Source: an optimization exercise on an open RTL-to-GDS flow (aim: small area, a short achievable clock period and few clock cycles per item). Production flows keep margins and buffers that such runs may drop. Only the layout flow was run in this run; the RTL was not checked for function there. No activity file was given, so power comes from the tool's default toggle rates.

$ cat run.sh
#!/bin/bash
# synth_recipe.tcl (not shown) runs the flow's synth.tcl, then flattens the netlist and writes it again
# the make line also repeats each setting of config.mk as NAME=value (left out here)
make -C /OpenROAD-flow-scripts/flow DESIGN_CONFIG=/design/flow/config.mk WORK_HOME=/design/flow/orfs CLKGATE_MAP_FILE= SYNTH_SCRIPT=/design/flow/synth_recipe.tcl finish
$ cat config.mk
export PLATFORM = sky130hd
export DESIGN_NAME = conv_engine_top
export DESIGN_NICKNAME = conv_engine_top
export VERILOG_FILES = /design/flow/design.v
export SDC_FILE = /design/flow/constraint.sdc
export NUM_CORES = 4
export LEC_CHECK = 0
export CAP_MARGIN = 20
export CORE_MARGIN = 2
export CORE_UTILIZATION = 40
export SLEW_MARGIN = 20
$ cat constraint.sdc
create_clock -name core_clock -period 10.0 [get_ports {clk}]
set_input_delay 2.0000 -clock core_clock [delete_from_list [all_inputs] [get_ports {clk}]]
set_output_delay 2.0000 -clock core_clock [all_outputs]
set_load 0.01 [all_outputs]
$ cat design.v
package conv_pkg;
    localparam int ACT_W    = 16;
    localparam int WEIGHT_W = 8;
    localparam int ACC_W    = 32;
    localparam int NUM_IN_CHANS = 16;
    localparam int CHAN_W       = 4;
    localparam int NUM_OUT_MAPS = 4;
    localparam int MAP_W        = 2;
    localparam int LAYER_W = 4;
    localparam int COUNT_W = 16;
    typedef enum logic [1:0] {
        ST_WAIT_WEIGHTS = 2'd0,
        ST_COMPUTE      = 2'd1,
        ST_DRAIN        = 2'd2
    } seq_state_t;
endpackage
`timescale 1ns/10ps
module zero_skip_fetch (
    input  logic                         clk,
    input  logic                         reset,
    input  logic                         accept_en,
    input  logic                         layer_start,
    input  logic                         in_valid,
    output logic                         in_ready,
    input  logic [conv_pkg::ACT_W-1:0]   in_act,
    input  logic [conv_pkg::CHAN_W-1:0]  in_chan,
    input  logic                         in_last,
    output logic                         fetch_valid,
    output logic [conv_pkg::ACT_W-1:0]   fetch_act,
    output logic [conv_pkg::CHAN_W-1:0]  fetch_chan,
    output logic                         fetch_last,
    output logic [conv_pkg::COUNT_W-1:0] skipped_count
);
    logic accepted;
    logic keep;
    assign in_ready = accept_en;
    assign accepted = in_valid && in_ready;
    assign keep = (in_act != '0) || in_last;
    always_ff @(posedge clk) begin
        if (reset) begin
            fetch_valid <= 1'b0;
        end else begin
            fetch_valid <= accepted && keep;
        end
    end
    always_ff @(posedge clk) begin
        if (accepted && keep) begin
            fetch_act  <= in_act;
            fetch_chan <= in_chan;
            fetch_last <= in_last;
        end
    end
    always_ff @(posedge clk) begin
        if (reset || layer_start) begin
            skipped_count <= '0;
        end else if (accepted && !keep) begin
            skipped_count <= skipped_count + 1'b1;
        end
    end
endmodule
`timescale 1ns/10ps
module weight_bank (
    input  logic                                                    clk,
    input  logic                                                    reset,
    input  logic                                                    w_wr_en,
    input  logic [conv_pkg::CHAN_W-1:0]                             w_chan,
    input  logic [conv_pkg::MAP_W-1:0]                              w_map,
    input  logic [conv_pkg::WEIGHT_W-1:0]                           w_data,
    input  logic [conv_pkg::CHAN_W-1:0]                             rd_chan,
    output logic [conv_pkg::NUM_OUT_MAPS-1:0][conv_pkg::WEIGHT_W-1:0] rd_weights
);
    logic [conv_pkg::NUM_OUT_MAPS-1:0][conv_pkg::WEIGHT_W-1:0] bank [conv_pkg::NUM_IN_CHANS];
    always_ff @(posedge clk) begin
        if (reset) begin
            for (int c = 0; c < conv_pkg::NUM_IN_CHANS; c++) begin
                bank[c] <= '0;
            end
        end else if (w_wr_en) begin
            bank[w_chan][w_map] <= w_data;
        end
    end
    assign rd_weights = bank[rd_chan];
endmodule
`timescale 1ns/10ps
module pointwise_mac (
    input  logic                                                      clk,
    input  logic                                                      reset,
    input  logic                                                      layer_start,
    input  logic                                                      fetch_valid,
    input  logic [conv_pkg::ACT_W-1:0]                                fetch_act,
    input  logic                                                      fetch_last,
    input  logic [conv_pkg::NUM_OUT_MAPS-1:0][conv_pkg::WEIGHT_W-1:0] rd_weights,
    output logic [conv_pkg::NUM_OUT_MAPS-1:0][conv_pkg::ACC_W-1:0]    acc,
    output logic                                                      layer_computed
);
    logic signed [conv_pkg::ACT_W-1:0] act_s;
    logic signed [conv_pkg::ACC_W-1:0] prod [conv_pkg::NUM_OUT_MAPS];
    assign act_s = $signed(fetch_act);
    always_comb begin
        for (int m = 0; m < conv_pkg::NUM_OUT_MAPS; m++) begin
            prod[m] = act_s * $signed(rd_weights[m]);
        end
    end
    always_ff @(posedge clk) begin
        if (reset || layer_start) begin
            acc <= '0;
        end else if (fetch_valid) begin
            for (int m = 0; m < conv_pkg::NUM_OUT_MAPS; m++) begin
                acc[m] <= acc[m] + prod[m];
            end
        end
    end
    always_ff @(posedge clk) begin
        if (reset) begin
            layer_computed <= 1'b0;
        end else begin
            layer_computed <= fetch_valid && fetch_last;
        end
    end
endmodule
`timescale 1ns/10ps
module relu_drain (
    input  logic                                                   clk,
    input  logic                                                   reset,
    input  logic                                                   drain_start,
    input  logic [conv_pkg::NUM_OUT_MAPS-1:0][conv_pkg::ACC_W-1:0] acc,
    input  logic [conv_pkg::LAYER_W-1:0]                           layer_num,
    output logic                                                   out_valid,
    input  logic                                                   out_ready,
    output logic [conv_pkg::ACC_W-1:0]                             out_data,
    output logic [conv_pkg::MAP_W-1:0]                             out_map,
    output logic [conv_pkg::LAYER_W-1:0]                           out_layer,
    output logic                                                   drain_done
);
    logic [conv_pkg::MAP_W-1:0] map_idx;
    logic [conv_pkg::ACC_W-1:0] sel_acc;
    logic                       xfer;
    logic                       last_map;
    assign xfer     = out_valid && out_ready;
    assign last_map = (map_idx == conv_pkg::MAP_W'(conv_pkg::NUM_OUT_MAPS - 1));
    always_ff @(posedge clk) begin
        if (reset) begin
            out_valid <= 1'b0;
            map_idx   <= '0;
        end else if (drain_start) begin
            out_valid <= 1'b1;
            map_idx   <= '0;
        end else if (xfer) begin
            if (last_map) begin
                out_valid <= 1'b0;
            end else begin
                map_idx <= map_idx + 1'b1;
            end
        end
    end
    assign sel_acc    = acc[map_idx];
    assign out_data   = sel_acc[conv_pkg::ACC_W-1] ? '0 : sel_acc;
    assign out_map    = map_idx;
    assign out_layer  = layer_num;
    assign drain_done = xfer && last_map;
endmodule
`timescale 1ns/10ps
module layer_counter (
    input  logic                         clk,
    input  logic                         reset,
    input  logic                         count_clear,
    input  logic                         layer_step,
    input  logic [conv_pkg::LAYER_W-1:0] num_layers_cfg,
    output logic [conv_pkg::LAYER_W-1:0] layer_num,
    output logic                         last_layer
);
    logic [conv_pkg::LAYER_W-1:0] next_num;
    always_ff @(posedge clk) begin
        if (reset || count_clear) begin
            layer_num <= '0;
        end else if (layer_step) begin
            layer_num <= next_num;
        end
    end
    assign next_num = layer_num + 1'b1;
    assign last_layer = (next_num == num_layers_cfg);
endmodule
`timescale 1ns/10ps
module layer_sequencer (
    input  logic                         clk,
    input  logic                         reset,
    input  logic                         loading,
    input  logic [conv_pkg::LAYER_W-1:0] num_layers,
    input  logic                         layer_computed,
    input  logic                         drain_done,
    input  logic                         last_layer,
    output logic                         need_weights,
    output logic                         accept_en,
    output logic                         layer_start,
    output logic                         drain_start,
    output logic                         layer_step,
    output logic                         count_clear,
    output logic [conv_pkg::LAYER_W-1:0] num_layers_cfg,
    output logic                         run_done
);
    conv_pkg::seq_state_t state;
    logic                 seen_loading;
    logic                 run_active;
    logic                 run_end;
    assign layer_start = (state == conv_pkg::ST_WAIT_WEIGHTS) && seen_loading && !loading;
    assign count_clear = layer_start && !run_active;
    assign drain_start = (state == conv_pkg::ST_COMPUTE) && layer_computed;
    assign layer_step  = (state == conv_pkg::ST_DRAIN) && drain_done;
    assign run_end     = layer_step && last_layer;
    assign need_weights = (state == conv_pkg::ST_WAIT_WEIGHTS);
    assign accept_en    = (state == conv_pkg::ST_COMPUTE);
    always_ff @(posedge clk) begin
        if (reset) begin
            state        <= conv_pkg::ST_WAIT_WEIGHTS;
            seen_loading <= 1'b0;
            run_active   <= 1'b0;
            run_done     <= 1'b0;
        end else begin
            run_done <= run_end;
            case (state)
                conv_pkg::ST_WAIT_WEIGHTS: begin
                    if (loading) begin
                        seen_loading <= 1'b1;
                    end
                    if (layer_start) begin
                        seen_loading <= 1'b0;
                        run_active   <= 1'b1;
                        state        <= conv_pkg::ST_COMPUTE;
                    end
                end
                conv_pkg::ST_COMPUTE: begin
                    if (drain_start) begin
                        state <= conv_pkg::ST_DRAIN;
                    end
                end
                conv_pkg::ST_DRAIN: begin
                    if (layer_step) begin
                        state <= conv_pkg::ST_WAIT_WEIGHTS;
                    end
                    if (run_end) begin
                        run_active <= 1'b0;
                    end
                end
                default: state <= conv_pkg::ST_WAIT_WEIGHTS;
            endcase
        end
    end
    always_ff @(posedge clk) begin
        if (reset) begin
            num_layers_cfg <= conv_pkg::LAYER_W'(1);
        end else if (count_clear) begin
            num_layers_cfg <= (num_layers == '0) ? conv_pkg::LAYER_W'(1) : num_layers;
        end
    end
endmodule
`timescale 1ns/10ps
module conv_engine_top (
    input  logic                            clk,
    input  logic                            reset,
    input  logic                            loading,
    input  logic [conv_pkg::LAYER_W-1:0]    num_layers,
    input  logic                            w_wr_en,
    input  logic [conv_pkg::CHAN_W-1:0]     w_chan,
    input  logic [conv_pkg::MAP_W-1:0]      w_map,
    input  logic [conv_pkg::WEIGHT_W-1:0]   w_data,
    input  logic                            in_valid,
    output logic                            in_ready,
    input  logic [conv_pkg::ACT_W-1:0]      in_act,
    input  logic [conv_pkg::CHAN_W-1:0]     in_chan,
    input  logic                            in_last,
    output logic                            out_valid,
    input  logic                            out_ready,
    output logic [conv_pkg::ACC_W-1:0]      out_data,
    output logic [conv_pkg::MAP_W-1:0]      out_map,
    output logic [conv_pkg::LAYER_W-1:0]    out_layer,
    output logic                            need_weights,
    output logic                            run_done,
    output logic [conv_pkg::COUNT_W-1:0]    skipped_count
);
    logic                                                      accept_en;
    logic                                                      layer_start;
    logic                                                      drain_start;
    logic                                                      drain_done;
    logic                                                      layer_step;
    logic                                                      count_clear;
    logic                                                      layer_computed;
    logic                                                      last_layer;
    logic [conv_pkg::LAYER_W-1:0]                              num_layers_cfg;
    logic [conv_pkg::LAYER_W-1:0]                              layer_num;
    logic                                                      fetch_valid;
    logic [conv_pkg::ACT_W-1:0]                                fetch_act;
    logic [conv_pkg::CHAN_W-1:0]                               fetch_chan;
    logic                                                      fetch_last;
    logic [conv_pkg::NUM_OUT_MAPS-1:0][conv_pkg::WEIGHT_W-1:0] rd_weights;
    logic [conv_pkg::NUM_OUT_MAPS-1:0][conv_pkg::ACC_W-1:0]    acc;
    zero_skip_fetch u_fetch (
        .clk           (clk),
        .reset         (reset),
        .accept_en     (accept_en),
        .layer_start   (layer_start),
        .in_valid      (in_valid),
        .in_ready      (in_ready),
        .in_act        (in_act),
        .in_chan       (in_chan),
        .in_last       (in_last),
        .fetch_valid   (fetch_valid),
        .fetch_act     (fetch_act),
        .fetch_chan    (fetch_chan),
        .fetch_last    (fetch_last),
        .skipped_count (skipped_count)
    );
    weight_bank u_weights (
        .clk        (clk),
        .reset      (reset),
        .w_wr_en    (w_wr_en),
        .w_chan     (w_chan),
        .w_map      (w_map),
        .w_data     (w_data),
        .rd_chan    (fetch_chan),
        .rd_weights (rd_weights)
    );
    pointwise_mac u_mac (
        .clk            (clk),
        .reset          (reset),
        .layer_start    (layer_start),
        .fetch_valid    (fetch_valid),
        .fetch_act      (fetch_act),
        .fetch_last     (fetch_last),
        .rd_weights     (rd_weights),
        .acc            (acc),
        .layer_computed (layer_computed)
    );
    relu_drain u_drain (
        .clk         (clk),
        .reset       (reset),
        .drain_start (drain_start),
        .acc         (acc),
        .layer_num   (layer_num),
        .out_valid   (out_valid),
        .out_ready   (out_ready),
        .out_data    (out_data),
        .out_map     (out_map),
        .out_layer   (out_layer),
        .drain_done  (drain_done)
    );
    layer_counter u_count (
        .clk            (clk),
        .reset          (reset),
        .count_clear    (count_clear),
        .layer_step     (layer_step),
        .num_layers_cfg (num_layers_cfg),
        .layer_num      (layer_num),
        .last_layer     (last_layer)
    );
    layer_sequencer u_seq (
        .clk            (clk),
        .reset          (reset),
        .loading        (loading),
        .num_layers     (num_layers),
        .layer_computed (layer_computed),
        .drain_done     (drain_done),
        .last_layer     (last_layer),
        .need_weights   (need_weights),
        .accept_en      (accept_en),
        .layer_start    (layer_start),
        .drain_start    (drain_start),
        .layer_step     (layer_step),
        .count_clear    (count_clear),
        .num_layers_cfg (num_layers_cfg),
        .run_done       (run_done)
    );
endmodule
==> qor.csv <==
stage;metric;value;unit
pwr;Leakage Power;24.5;nW
synthesis;Simple-Gate Fraction of Synth Area;16.9;%
flow_run;MaxCap Viol Count;0;
synthesis;register bit total from synthesis;699;
cells_and_area;share of layout cells above drive strength 1;9.03;%
synthesis;cells after synthesis;5073;
sta;count of final setup violators;0;
hold_path;worst min-delay path category;reg -> reg;
drt;First-pass DRT Iterations;5;
synthesis;xor/xnor share of the synthesized area;3.62;%
global_routing;global-route wire length before repair;223000;um
clock_network;Bufs on Longest Clock Path;3;
clock_network;CTS clock-pin slew for the worst setup and hold paths;0.06;ns
sta;fin crit share;92.2;%
die;full die area;140000;sq um
worst_setup_path;delay-heaviest family, CP;compound AO/OA/AOI/OAI gates;
drt;Post-DRT Antenna Nets;0;
synthesis;cell area after synthesis;54700;sq um
sta;Max-slew headroom;22.4;%
worst_setup_path;Reg2Reg Depth;34;
synthesis;register area share after synthesis;35.3;%
synthesis;most instantiated cells after synthesis;653 x and2_1, 579 x nor2_1, 573 x inv_1, 533 x edfxtp_1, 416 x fa_1;
worst_setup_path;critical path depth in cells;34;
synthesis;Warnings, synthesis;7;
worst_setup_path;CP endpoint;u_mac.acc[31];
global_routing;GRT Util Overall;20.4;%
synthesis;Post-Syn Area per Cell;10.8;sq um
die;I/O pin count;103;
drt;DR iter-0 viols;2377;
worst_setup_path;Slowest cell on crit path;dfxtp_4;
worst_setup_path;reg2reg end;u_mac.acc[31];
synthesis;Post-synth EDFFs;533;
pwr;Pwr Density;341;nW/um^2
sta;setup TNS;0;ns
synthesis;cell accounting for the most synthesized area;edfxtp_1;
worst_setup_path;startpoint types;flip-flop;
clock_network;CTS Hold Buffers Added;0;
global_routing;pin count of the biggest net entering global routing;74;
worst_setup_path;Setup crit end kind;flip-flop;
sta;RSZ-0062 raised after global routing;false;
drt;drt via density;5.29;
synthesis;area share of the largest cell type after synthesis;29.3;%
worst_setup_path;WP data required;10.63;ns
placement;HPWL Detailed;108000;um
clock_network;Setup Buffers After CTS;0;
die;Die Height;374;um
sta;clk_skew;0.0239;ns
worst_setup_path;R2R Setup Slk;0.78;ns
sta;final-report hold violation count;0;
worst_setup_path;critical path's largest stage delay;0.68;ns
drt;routed length per placed instance;20.5;um
die;Die W;374;um
sta;final slew viol count;0;
worst_setup_path;crit path buf inv count;5;
synthesis;Synth Area in Adders;22.4;%
global_routing;vias in the first global route;37762;
clock_network;CTS tree;built;
global_routing;initial antenna violation count;5;
synthesis;Synth async-reset ratio;0;%
sta;fin crit period;9.22;ns
pwr;VDD IR max;0.290;mV
cells_and_area;Util after Layout;44.4;%
sta;worst slew pin tran;1.16;ns
synthesis;Synth Flop Type;edfxtp_1;
clock_network;PostCTS Resize Cnt;0;
die;Initial Util;40.3;%
placement;IO Port Bufs;101;
status;status;timing/DRC/antenna clean;
drt;DR vias;36644;
synthesis;syn nets;5849;
synthesis;Synth cell types;91;
synthesis;dominant cells by area after synthesis;edfxtp_1 29%, fa_1 15%, mux4_2 7.7%, and2_1 7.5%, ha_1 7.2%;
die;CORE AREA;136000;sq um
clock_network;Inserted Clock Buffers;78;
clock_network;H-tree lvl count;3;
cells_and_area;P&R area growth vs syn;10.1;%
synthesis;mux share of post-synthesis cell area;9.74;%
sta;fmax;108;MHz
cells_and_area;final net count;5859;
synthesis;Synth Area in Compound Gates;6.38;%
worst_setup_path;critical path class;reg -> reg;
drt;DRC viols;0;
drt;Total Wirelength;142000;um
synthesis;main combinational cell family by area after synthesis;adder cells;
global_routing;grt ovf;0;
placement;Routability Congestion;0.849;
clock_network;CTS sink count;699;
clock_network;Skew-Pair Late Insertion Delay;0.69;ns
synthesis;most common cell in the netlist;and2_1;
die;num rows;135;
pwr;Final Power;20.5;mW
worst_setup_path;CP Max Fanout;29;
clock_network;Root Buffer;clkbuf_16;
worst_setup_path;crit path DAT;9.85;ns
sequential cells by signal, summed over array words and instances, names as in the netlist, named ones only:
register,cells
u_count.layer_num,4
u_mac.layer_computed,1
u_drain.out_valid,1
u_seq.run_active,1
u_mac.acc,128
u_fetch.fetch_last,1
u_seq.seen_loading,1
u_seq.run_done,1
u_fetch.skipped_count,16
u_fetch.fetch_act,16
u_weights.bank,512
u_seq.num_layers_cfg,4
u_seq.state,2
u_fetch.fetch_valid,1
u_fetch.fetch_chan,4
u_drain.map_idx,2
stage by stage:
stage,setup WS (ns),hold WS (ns),std cells,area [sq um]
3_5_place_dp,0.802,0.429,6784,57600
5_1_grt,0.0966,0.474,6929,60200
3_3_place_gp,0.856,0.430,6784,57600
6_report,0.779,0.440,6931,60200
2_1_floorplan,1.49,0.415,5073,54700
4_1_cts,0.783,0.445,6929,60200
cells by family (layout without fill, tap and decap cells):
logic type | count (synthesis) | in the layout
AO/OA/AOI/OAI | 515 | 515
XOR/XNOR | 226 | 226
adder cells (fa/ha/maj) | 731 | 731
buffers and inverters | 807 | 882
flip-flops | 699 | 699
multiplexers | 297 | 297
other | 1 | 3
AND/OR/NAND/NOR | 1797 | 1797
where the power goes:
part	switching, mW	internal, mW
Clock	1.26	1.70
Combinational	8.36	5.84
Sequential	0.100	3.27
Total	9.72	10.8
cells in the final DEF, fill, tap and decap left out, types with 59 or more instances in the layout:
cell type        synthesis  layout
and2_1                 653     653
nor2_1                 579     579
inv_1                  573     573
edfxtp_1               533     533
fa_1                   416     416
ha_1                   315     315
nand2_1                216     216
mux4_2                 188     188
dfxtp_1                166     159
xnor2_1                160     158
a21oi_1                139     139
mux2i_1                105     105
clkdlybuf4s50_1          0     100
a21o_1                  84      84
clkbuf_16                0      82
o21ai_0                 78      78
xor2_1                  66      66
nor2b_1                 59      59
buf_4                    1      59
layout make-up:
cell class / instances / area, sq um
fillers: 12596 / 75400
multi-input cells: 3567 / 32300
flip-flops and latches: 699 / 19300
well taps: 1781 / 2230
clock buffers: 103 / 2180
inverters: 573 / 2150
repair buffers: 164 / 1540
clock inverters: 42 / 429
diodes: 2 / 5.00
metal layers:
layer / vias up / wire length (um) / track usage, %
met5: - / 12 / 0
met4: 2 / 3830 / 5.80
met3: 166 / 6520 / 2.47
met2: 873 / 67700 / 33.9
met1: 18530 / 64300 / 28.2
li1: 17073 / - / -
worst min-delay path: stages (launching register included):
cell and delay, ns:
edfxtp_1 0.32, nand2_1 0.05, nand2_1 0.05
worst min path at each step:
stage | startpoint | end | depth (start not counted)
after floorplan | u_fetch.fetch_chan[0] | flip-flop | 2
after global placement | u_fetch.fetch_chan[2] | flip-flop | 2
after detailed placement | u_fetch.fetch_chan[2] | flip-flop | 2
after CTS | u_fetch.fetch_chan[2] | flip-flop | 2
after global routing | u_fetch.fetch_chan[2] | flip-flop | 2
final | u_fetch.fetch_chan[2] | flip-flop | 2

-- re-timing with driven ports --
The results above use ideal ports. As a check the final layout listed here was re-extracted and re-timed, cells and wires unchanged.
Step 1, drivers: a clkbuf_16 drives clk and a buf_2 each remaining input, both assumed.
Step 2 adds t to the input delays and takes it off the output delays; t is the mean of the earliest and latest rising clock arrival at the registers after step 1. Input paths then give back, and output paths get back, about the clock's delay inside the block.
Slacks: no drivers / after step 1 / after step 2; pairs: no drivers / after step 1.
shift t [ns]: 0.750
setup slack, ns: 0.779 / 0.779 / 0.779
worst setup path after step 2: register to register
worst slew at a driven data input, ns: 0.10
After both steps setup and hold are still met in this run. The setup slack of this run moves by 0.000 ns with the drivers and by 0.000 ns with both steps.
